What follows belongs to an exercise in optimizing a design on an open flow for small area; a production flow would make more cautious choices.
In this exercise RTL edits were held to simulation tests only and were not proved equivalent to the original.
Power and IR drop assume default switching activity. The flow treats the clock pin as an ideal source, which a real chip does not have.

==> 11-07 <==
// pmem_line_responder
module pmem_line_responder
#(
  parameter int LINES         = 16,
  parameter int READ_LATENCY  = 8,
  parameter int WRITE_LATENCY = 8
) (
  input  logic        clk,
  input  logic        reset,
  input  logic        pmem_read,
  input  logic        pmem_write,
  input  lc3b_types::lc3b_word    pmem_address,
  input  lc3b_types::lc3b_32bytes pmem_wdata,
  output logic        pmem_resp,
  output lc3b_types::lc3b_32bytes pmem_rdata,
  output logic        protocol_error
);
==> module pmem_line_array, before the edit <==
module pmem_line_array
#(
  parameter int SLOTS = 8
) (
  input  logic                    clk,
  input  logic                    ins_a_i,
  input  logic                    ins_b_i,
  input  lc3b_types::lc3b_32bytes din_i,
  output lc3b_types::lc3b_32bytes tap_a_o,
  output lc3b_types::lc3b_32bytes tap_b_o
);
  localparam int W = 256;
  logic [SLOTS*W-1:0] ring_a_q;
  logic [SLOTS*W-1:0] ring_b_q;
  assign tap_a_o = ring_a_q[SLOTS*W-1 -: W];
  assign tap_b_o = ring_b_q[SLOTS*W-1 -: W];
  always_ff @(posedge clk) begin
    ring_a_q <= {ring_a_q[(SLOTS-1)*W-1:0], (ins_a_i ? din_i : tap_a_o)};
    ring_b_q <= {ring_b_q[(SLOTS-1)*W-1:0], (ins_b_i ? din_i : tap_b_o)};
  end
endmodule
==> module pmem_line_responder, before the edit <==
module pmem_line_responder
#(
  parameter int LINES         = 16,
  parameter int READ_LATENCY  = 8,
  parameter int WRITE_LATENCY = 8
) (
  input  logic        clk,
  input  logic        reset,
  input  logic        pmem_read,
  input  logic        pmem_write,
  input  lc3b_types::lc3b_word    pmem_address,
  input  lc3b_types::lc3b_32bytes pmem_wdata,
  output logic        pmem_resp,
  output lc3b_types::lc3b_32bytes pmem_rdata,
  output logic        protocol_error
);
  logic          busy_q;    
  logic [2:0]    cnt_q;     
  logic          wr_q;
  logic [10:0]   tag_q;     
  logic          resp_q;
  logic          perr_q;
  logic [2:0]    ph_q;
  logic [15:0]   valid_q;
  lc3b_types::lc3b_32bytes buf_q;
  lc3b_types::lc3b_32bytes tap_a, tap_b;
  logic       accept;
  logic [3:0] line;
  logic       at_tap;
  logic       line_valid;
  logic       req_changed;
  logic       sel_w, sel_a, sel_b, sel_h, cap;
  logic       ins_a, ins_b;
  assign accept = !busy_q && (pmem_read || pmem_write);
  assign line   = busy_q ? tag_q[3:0] : pmem_address[8:5];
  assign at_tap = (line[2:0] == ~ph_q);
  assign line_valid = valid_q[line];
  assign cap   = (busy_q ? !wr_q : (pmem_read && !pmem_write)) && at_tap;
  assign sel_w = !busy_q && pmem_write;
  assign sel_a = cap && line_valid && !line[3];
  assign sel_b = cap && line_valid &&  line[3];
  assign sel_h = !sel_w && !cap;
  assign ins_a = busy_q && wr_q && at_tap && !line[3];
  assign ins_b = busy_q && wr_q && at_tap &&  line[3];
  assign req_changed = (wr_q ? !pmem_write : !pmem_read) || (pmem_address[15:5] != tag_q);
  pmem_line_array #(
    .SLOTS(8)
  ) u_array (
    .clk    (clk),
    .ins_a_i(ins_a),
    .ins_b_i(ins_b),
    .din_i  (buf_q),
    .tap_a_o(tap_a),
    .tap_b_o(tap_b)
  );
  lc3b_types::lc3b_32bytes buf_d;
  pmem_line_select u_sel (
    .sel_w_i(sel_w),
    .sel_a_i(sel_a),
    .sel_b_i(sel_b),
    .sel_h_i(sel_h),
    .w_i    (pmem_wdata),
    .a_i    (tap_a),
    .b_i    (tap_b),
    .h_i    (buf_q),
    .d_o    (buf_d)
  );
  always_ff @(posedge clk) begin
    buf_q <= buf_d;
  end
  always_ff @(posedge clk) begin
    if (reset) begin
      busy_q  <= 1'b0;
      resp_q  <= 1'b0;
      perr_q  <= 1'b0;
      ph_q    <= '0;
      valid_q <= '0;
    end else begin
      ph_q   <= ph_q + 3'd1;
      resp_q <= busy_q && (cnt_q == 3'd6);
      if (busy_q) begin
        cnt_q <= cnt_q + 3'd1;
        if (resp_q) begin
          busy_q <= 1'b0;
        end else if (req_changed) begin
          perr_q <= 1'b1;
        end
      end else if (accept) begin
        busy_q <= 1'b1;
        cnt_q  <= '0;
        wr_q   <= pmem_write;
        tag_q  <= pmem_address[15:5];
        if (pmem_write) begin
          valid_q[pmem_address[8:5]] <= 1'b1;
        end
        if (pmem_write && pmem_read) begin
          perr_q <= 1'b1;
        end
      end
    end
  end
  assign pmem_resp      = resp_q;
  assign pmem_rdata     = buf_q;
  assign protocol_error = perr_q;
endmodule
==> module pmem_line_select, before the edit <==
module pmem_line_select (
  input  logic                    sel_w_i,
  input  logic                    sel_a_i,
  input  logic                    sel_b_i,
  input  logic                    sel_h_i,
  input  lc3b_types::lc3b_32bytes w_i,
  input  lc3b_types::lc3b_32bytes a_i,
  input  lc3b_types::lc3b_32bytes b_i,
  input  lc3b_types::lc3b_32bytes h_i,
  output lc3b_types::lc3b_32bytes d_o
);
  assign d_o = ({256{sel_w_i}} & w_i) | ({256{sel_a_i}} & a_i) |
               ({256{sel_b_i}} & b_i) | ({256{sel_h_i}} & h_i);
endmodule
clock: 10.0 ns
lec_check: 0
cap_margin: 20
core_margin: 2
core_utilization: 40
cts_cluster_diameter: 100
cts_cluster_size: 30
slew_margin: 20
synth_hierarchical: 1
synth_minimum_keep_size: 0
standard.sh (not shown) runs the stock make flow with config.mk's settings and CLKGATE_MAP_FILE= SYNTH_SCRIPT=/design/flow/synth_recipe.tcl, a recipe that flattens the netlist after the stock synthesis.
==> flow/flow/run.sh <==
#!/bin/bash
# Standard ORFS layout (the standard.sh, unchanged synthesis and steps), except that the
# port buffers are the smallest buffer cell instead of the one buffer_ports picks by itself.
set -euo pipefail
export BUFFER_PORTS_ARGS="-buffer_cell sky130_fd_sc_hd__buf_1"
bash standard.sh > standard.log 2>&1
==> 06-18 (differences from 11-07) <==
--- a/flow/design.v
+++ b/flow/design.v
@@ -17,19 +17,43 @@
   input  logic                    clk,
   input  logic                    ins_a_i,
   input  logic                    ins_b_i,
-  input  lc3b_types::lc3b_32bytes din_i,
+  input  lc3b_types::lc3b_32bytes din_n_i,
   output lc3b_types::lc3b_32bytes tap_a_o,
   output lc3b_types::lc3b_32bytes tap_b_o
 );
   localparam int W = 256;
   logic [SLOTS*W-1:0] ring_a_q;
   logic [SLOTS*W-1:0] ring_b_q;
+  logic [W-1:0]       next_a, next_b;
   assign tap_a_o = ring_a_q[SLOTS*W-1 -: W];
   assign tap_b_o = ring_b_q[SLOTS*W-1 -: W];
+  pmem_ring_entry u_entry_a (
+    .ins_i  (ins_a_i),
+    .keep_n_i(ins_a_i),
+    .din_n_i(din_n_i),
+    .tap_i  (tap_a_o),
+    .next_o (next_a)
+  );
+  pmem_ring_entry u_entry_b (
+    .ins_i  (ins_b_i),
+    .keep_n_i(ins_b_i),
+    .din_n_i(din_n_i),
+    .tap_i  (tap_b_o),
+    .next_o (next_b)
+  );
   always_ff @(posedge clk) begin
-    ring_a_q <= {ring_a_q[(SLOTS-1)*W-1:0], (ins_a_i ? din_i : tap_a_o)};
-    ring_b_q <= {ring_b_q[(SLOTS-1)*W-1:0], (ins_b_i ? din_i : tap_b_o)};
+    ring_a_q <= {ring_a_q[(SLOTS-1)*W-1:0], next_a};
+    ring_b_q <= {ring_b_q[(SLOTS-1)*W-1:0], next_b};
   end
+endmodule
+module pmem_ring_entry (
+  input  logic                    ins_i,
+  input  logic                    keep_n_i,
+  input  lc3b_types::lc3b_32bytes din_n_i,
+  input  lc3b_types::lc3b_32bytes tap_i,
+  output lc3b_types::lc3b_32bytes next_o
+);
+  assign next_o = ~(({256{ins_i}} & din_n_i) | ({256{~keep_n_i}} & ~tap_i));
 endmodule
 module pmem_line_responder
 #(
@@ -76,27 +100,29 @@
   assign ins_a = busy_q && wr_q && at_tap && !line[3];
   assign ins_b = busy_q && wr_q && at_tap &&  line[3];
   assign req_changed = (wr_q ? !pmem_write : !pmem_read) || (pmem_address[15:5] != tag_q);
+  lc3b_types::lc3b_32bytes buf_d;
+  lc3b_types::lc3b_32bytes hold_n;
   pmem_line_array #(
     .SLOTS(8)
   ) u_array (
     .clk    (clk),
     .ins_a_i(ins_a),
     .ins_b_i(ins_b),
-    .din_i  (buf_q),
+    .din_n_i(hold_n),
     .tap_a_o(tap_a),
     .tap_b_o(tap_b)
   );
-  lc3b_types::lc3b_32bytes buf_d;
   pmem_line_select u_sel (
-    .sel_w_i(sel_w),
-    .sel_a_i(sel_a),
-    .sel_b_i(sel_b),
-    .sel_h_i(sel_h),
-    .w_i    (pmem_wdata),
-    .a_i    (tap_a),
-    .b_i    (tap_b),
-    .h_i    (buf_q),
-    .d_o    (buf_d)
+    .sel_w_i (sel_w),
+    .sel_a_i (sel_a),
+    .sel_b_i (sel_b),
+    .sel_h_i (sel_h),
+    .w_i     (pmem_wdata),
+    .a_i     (tap_a),
+    .b_i     (tap_b),
+    .h_i     (buf_q),
+    .hold_n_o(hold_n),
+    .d_o     (buf_d)
   );
   always_ff @(posedge clk) begin
     buf_q <= buf_d;
@@ -145,8 +171,41 @@
   input  lc3b_types::lc3b_32bytes a_i,
   input  lc3b_types::lc3b_32bytes b_i,
   input  lc3b_types::lc3b_32bytes h_i,
+  output lc3b_types::lc3b_32bytes hold_n_o,
   output lc3b_types::lc3b_32bytes d_o
 );
-  assign d_o = ({256{sel_w_i}} & w_i) | ({256{sel_a_i}} & a_i) |
-               ({256{sel_b_i}} & b_i) | ({256{sel_h_i}} & h_i);
-endmodule
+  lc3b_types::lc3b_32bytes load_n;
+  pmem_line_load_nor u_load (
+    .sel_w_i (sel_w_i),
+    .sel_a_i (sel_a_i),
+    .sel_b_i (sel_b_i),
+    .w_i     (w_i),
+    .a_i     (a_i),
+    .b_i     (b_i),
+    .load_n_o(load_n)
+  );
+  pmem_line_hold_nand u_hold (
+    .sel_h_i (sel_h_i),
+    .h_i     (h_i),
+    .hold_n_o(hold_n_o)
+  );
+  assign d_o = ~(load_n & hold_n_o);
+endmodule
+module pmem_line_hold_nand (
+  input  logic                    sel_h_i,
+  input  lc3b_types::lc3b_32bytes h_i,
+  output lc3b_types::lc3b_32bytes hold_n_o
+);
+  assign hold_n_o = ~({256{sel_h_i}} & h_i);
+endmodule
+module pmem_line_load_nor (
+  input  logic                    sel_w_i,
+  input  logic                    sel_a_i,
+  input  logic                    sel_b_i,
+  input  lc3b_types::lc3b_32bytes w_i,
+  input  lc3b_types::lc3b_32bytes a_i,
+  input  lc3b_types::lc3b_32bytes b_i,
+  output lc3b_types::lc3b_32bytes load_n_o
+);
+  assign load_n_o = ~(({256{sel_w_i}} & w_i) | ({256{sel_a_i}} & a_i) | ({256{sel_b_i}} & b_i));
+endmodule
==> flow/flow/run.sh (replaced) <==
#!/bin/bash
# Standard ORFS layout (the standard.sh, unchanged synthesis and steps), except that the
# port buffers are the smallest buffer cell instead of the one buffer_ports picks by itself,
# and clock tree synthesis uses larger sink clusters without dummy loads.
set -euo pipefail
export BUFFER_PORTS_ARGS="-buffer_cell sky130_fd_sc_hd__buf_1"
export CTS_ARGS="-sink_clustering_enable -repair_clock_nets -sink_clustering_size 34 -sink_clustering_max_diameter 80 -dont_use_dummy_load"
bash standard.sh > standard.log 2>&1
- CORE_UTILIZATION: 40 -> 60
==> 12-11 (differences from 11-07) <==
--- a/flow/design.v
+++ b/flow/design.v
@@ -17,19 +17,43 @@
   input  logic                    clk,
   input  logic                    ins_a_i,
   input  logic                    ins_b_i,
-  input  lc3b_types::lc3b_32bytes din_i,
+  input  lc3b_types::lc3b_32bytes din_n_i,
   output lc3b_types::lc3b_32bytes tap_a_o,
   output lc3b_types::lc3b_32bytes tap_b_o
 );
   localparam int W = 256;
   logic [SLOTS*W-1:0] ring_a_q;
   logic [SLOTS*W-1:0] ring_b_q;
+  logic [W-1:0]       next_a, next_b;
   assign tap_a_o = ring_a_q[SLOTS*W-1 -: W];
   assign tap_b_o = ring_b_q[SLOTS*W-1 -: W];
+  pmem_ring_entry u_entry_a (
+    .ins_i  (ins_a_i),
+    .keep_n_i(ins_a_i),
+    .din_n_i(din_n_i),
+    .tap_i  (tap_a_o),
+    .next_o (next_a)
+  );
+  pmem_ring_entry u_entry_b (
+    .ins_i  (ins_b_i),
+    .keep_n_i(ins_b_i),
+    .din_n_i(din_n_i),
+    .tap_i  (tap_b_o),
+    .next_o (next_b)
+  );
   always_ff @(posedge clk) begin
-    ring_a_q <= {ring_a_q[(SLOTS-1)*W-1:0], (ins_a_i ? din_i : tap_a_o)};
-    ring_b_q <= {ring_b_q[(SLOTS-1)*W-1:0], (ins_b_i ? din_i : tap_b_o)};
+    ring_a_q <= {ring_a_q[(SLOTS-1)*W-1:0], next_a};
+    ring_b_q <= {ring_b_q[(SLOTS-1)*W-1:0], next_b};
   end
+endmodule
+module pmem_ring_entry (
+  input  logic                    ins_i,
+  input  logic                    keep_n_i,
+  input  lc3b_types::lc3b_32bytes din_n_i,
+  input  lc3b_types::lc3b_32bytes tap_i,
+  output lc3b_types::lc3b_32bytes next_o
+);
+  assign next_o = ~(({256{ins_i}} & din_n_i) | ({256{~keep_n_i}} & ~tap_i));
 endmodule
 module pmem_line_responder
 #(
@@ -76,27 +100,29 @@
   assign ins_a = busy_q && wr_q && at_tap && !line[3];
   assign ins_b = busy_q && wr_q && at_tap &&  line[3];
   assign req_changed = (wr_q ? !pmem_write : !pmem_read) || (pmem_address[15:5] != tag_q);
+  lc3b_types::lc3b_32bytes buf_d;
+  lc3b_types::lc3b_32bytes hold_n;
   pmem_line_array #(
     .SLOTS(8)
   ) u_array (
     .clk    (clk),
     .ins_a_i(ins_a),
     .ins_b_i(ins_b),
-    .din_i  (buf_q),
+    .din_n_i(hold_n),
     .tap_a_o(tap_a),
     .tap_b_o(tap_b)
   );
-  lc3b_types::lc3b_32bytes buf_d;
   pmem_line_select u_sel (
-    .sel_w_i(sel_w),
-    .sel_a_i(sel_a),
-    .sel_b_i(sel_b),
-    .sel_h_i(sel_h),
-    .w_i    (pmem_wdata),
-    .a_i    (tap_a),
-    .b_i    (tap_b),
-    .h_i    (buf_q),
-    .d_o    (buf_d)
+    .sel_w_i (sel_w),
+    .sel_a_i (sel_a),
+    .sel_b_i (sel_b),
+    .sel_h_i (sel_h),
+    .w_i     (pmem_wdata),
+    .a_i     (tap_a),
+    .b_i     (tap_b),
+    .h_i     (buf_q),
+    .hold_n_o(hold_n),
+    .d_o     (buf_d)
   );
   always_ff @(posedge clk) begin
     buf_q <= buf_d;
@@ -145,8 +171,41 @@
   input  lc3b_types::lc3b_32bytes a_i,
   input  lc3b_types::lc3b_32bytes b_i,
   input  lc3b_types::lc3b_32bytes h_i,
+  output lc3b_types::lc3b_32bytes hold_n_o,
   output lc3b_types::lc3b_32bytes d_o
 );
-  assign d_o = ({256{sel_w_i}} & w_i) | ({256{sel_a_i}} & a_i) |
-               ({256{sel_b_i}} & b_i) | ({256{sel_h_i}} & h_i);
-endmodule
+  lc3b_types::lc3b_32bytes load_n;
+  pmem_line_load_nor u_load (
+    .sel_w_i (sel_w_i),
+    .sel_a_i (sel_a_i),
+    .sel_b_i (sel_b_i),
+    .w_i     (w_i),
+    .a_i     (a_i),
+    .b_i     (b_i),
+    .load_n_o(load_n)
+  );
+  pmem_line_hold_nand u_hold (
+    .sel_h_i (sel_h_i),
+    .h_i     (h_i),
+    .hold_n_o(hold_n_o)
+  );
+  assign d_o = ~(load_n & hold_n_o);
+endmodule
+module pmem_line_hold_nand (
+  input  logic                    sel_h_i,
+  input  lc3b_types::lc3b_32bytes h_i,
+  output lc3b_types::lc3b_32bytes hold_n_o
+);
+  assign hold_n_o = ~({256{sel_h_i}} & h_i);
+endmodule
+module pmem_line_load_nor (
+  input  logic                    sel_w_i,
+  input  logic                    sel_a_i,
+  input  logic                    sel_b_i,
+  input  lc3b_types::lc3b_32bytes w_i,
+  input  lc3b_types::lc3b_32bytes a_i,
+  input  lc3b_types::lc3b_32bytes b_i,
+  output lc3b_types::lc3b_32bytes load_n_o
+);
+  assign load_n_o = ~(({256{sel_w_i}} & w_i) | ({256{sel_a_i}} & a_i) | ({256{sel_b_i}} & b_i));
+endmodule
==> flow/flow/run.sh (replaced) <==
#!/bin/bash
# Standard ORFS layout (the standard.sh, unchanged synthesis and steps), except that the
# port buffers are the smallest buffer cell instead of the one buffer_ports picks by itself,
# and clock tree synthesis uses larger sink clusters without dummy loads.
set -euo pipefail
export BUFFER_PORTS_ARGS="-buffer_cell sky130_fd_sc_hd__buf_1"
export CTS_ARGS="-sink_clustering_enable -repair_clock_nets -sink_clustering_size 36 -sink_clustering_max_diameter 70 -dont_use_dummy_load"
bash standard.sh > standard.log 2>&1
- CORE_UTILIZATION: 40 -> 80
==> run summary <==
status=timing/DRC/antenna clean; Total Power=28,300 uW; GR Util met3=3.92%; antenna violations before repair=61; sequential share of power=70.4%; crit-path max FO=55
# the run above: 06-18

==> run summary <==
# Post-CTS Setup Buffers=0; status=timing/DRC/antenna clean; antenna violations before repair=46; synthesized cell area=0.105 mm2; post-synthesis xor/xnor area fraction=0.159%; GR Util met3=4.24%; Top cell by count, worst path=buf_12; crit-path max FO=61; top flop regs=u_array.ring_a_q: 2048 flops, u_array.ring_b_q: 2048 flops, buf_q: 256 flops; Total Power=27,800 uW
# the run above: 11-07

==> run summary <==
sequential share of power=70.9%; status=timing/DRC/antenna clean; antenna violations before repair=55; Worst-path clk slew=120 ps; core box area=0.128 mm2; tap cells=1,662
# the run above: 12-11

## port drivers added, routing unchanged
Ports are ideal in the flow. The routed layouts listed here were re-timed in OpenROAD.
Step 1: set_driving_cell puts a clkbuf_16 on clk and a buf_2 on each other input, an assumption about the parent block.
Step 2, shift: input delay + t, output delay - t, t = (earliest + latest rising clock arrival at the registers) / 2. This alone moves slack from input paths to output paths.
Slacks: ideal / step 1 / step 2; pairs: ideal / step 1.
| run | t (ns) | slack for setup (ns) | pins driven straight from the clock port |
|---|---|---|---|
| 11-07 | 0.920 | 4.691 / 4.744 / 3.824 | 1 |
| 06-18 | 0.863 | 4.966 / 5.006 / 4.143 | 1 |
| 12-11 | 0.855 | 4.764 / 4.817 / 3.963 | 1 |
After both steps every run listed still meets setup and hold. The setup slack of 11-07, which loses most, moves by +0.053 ns with the drivers and by -0.867 ns with both steps.
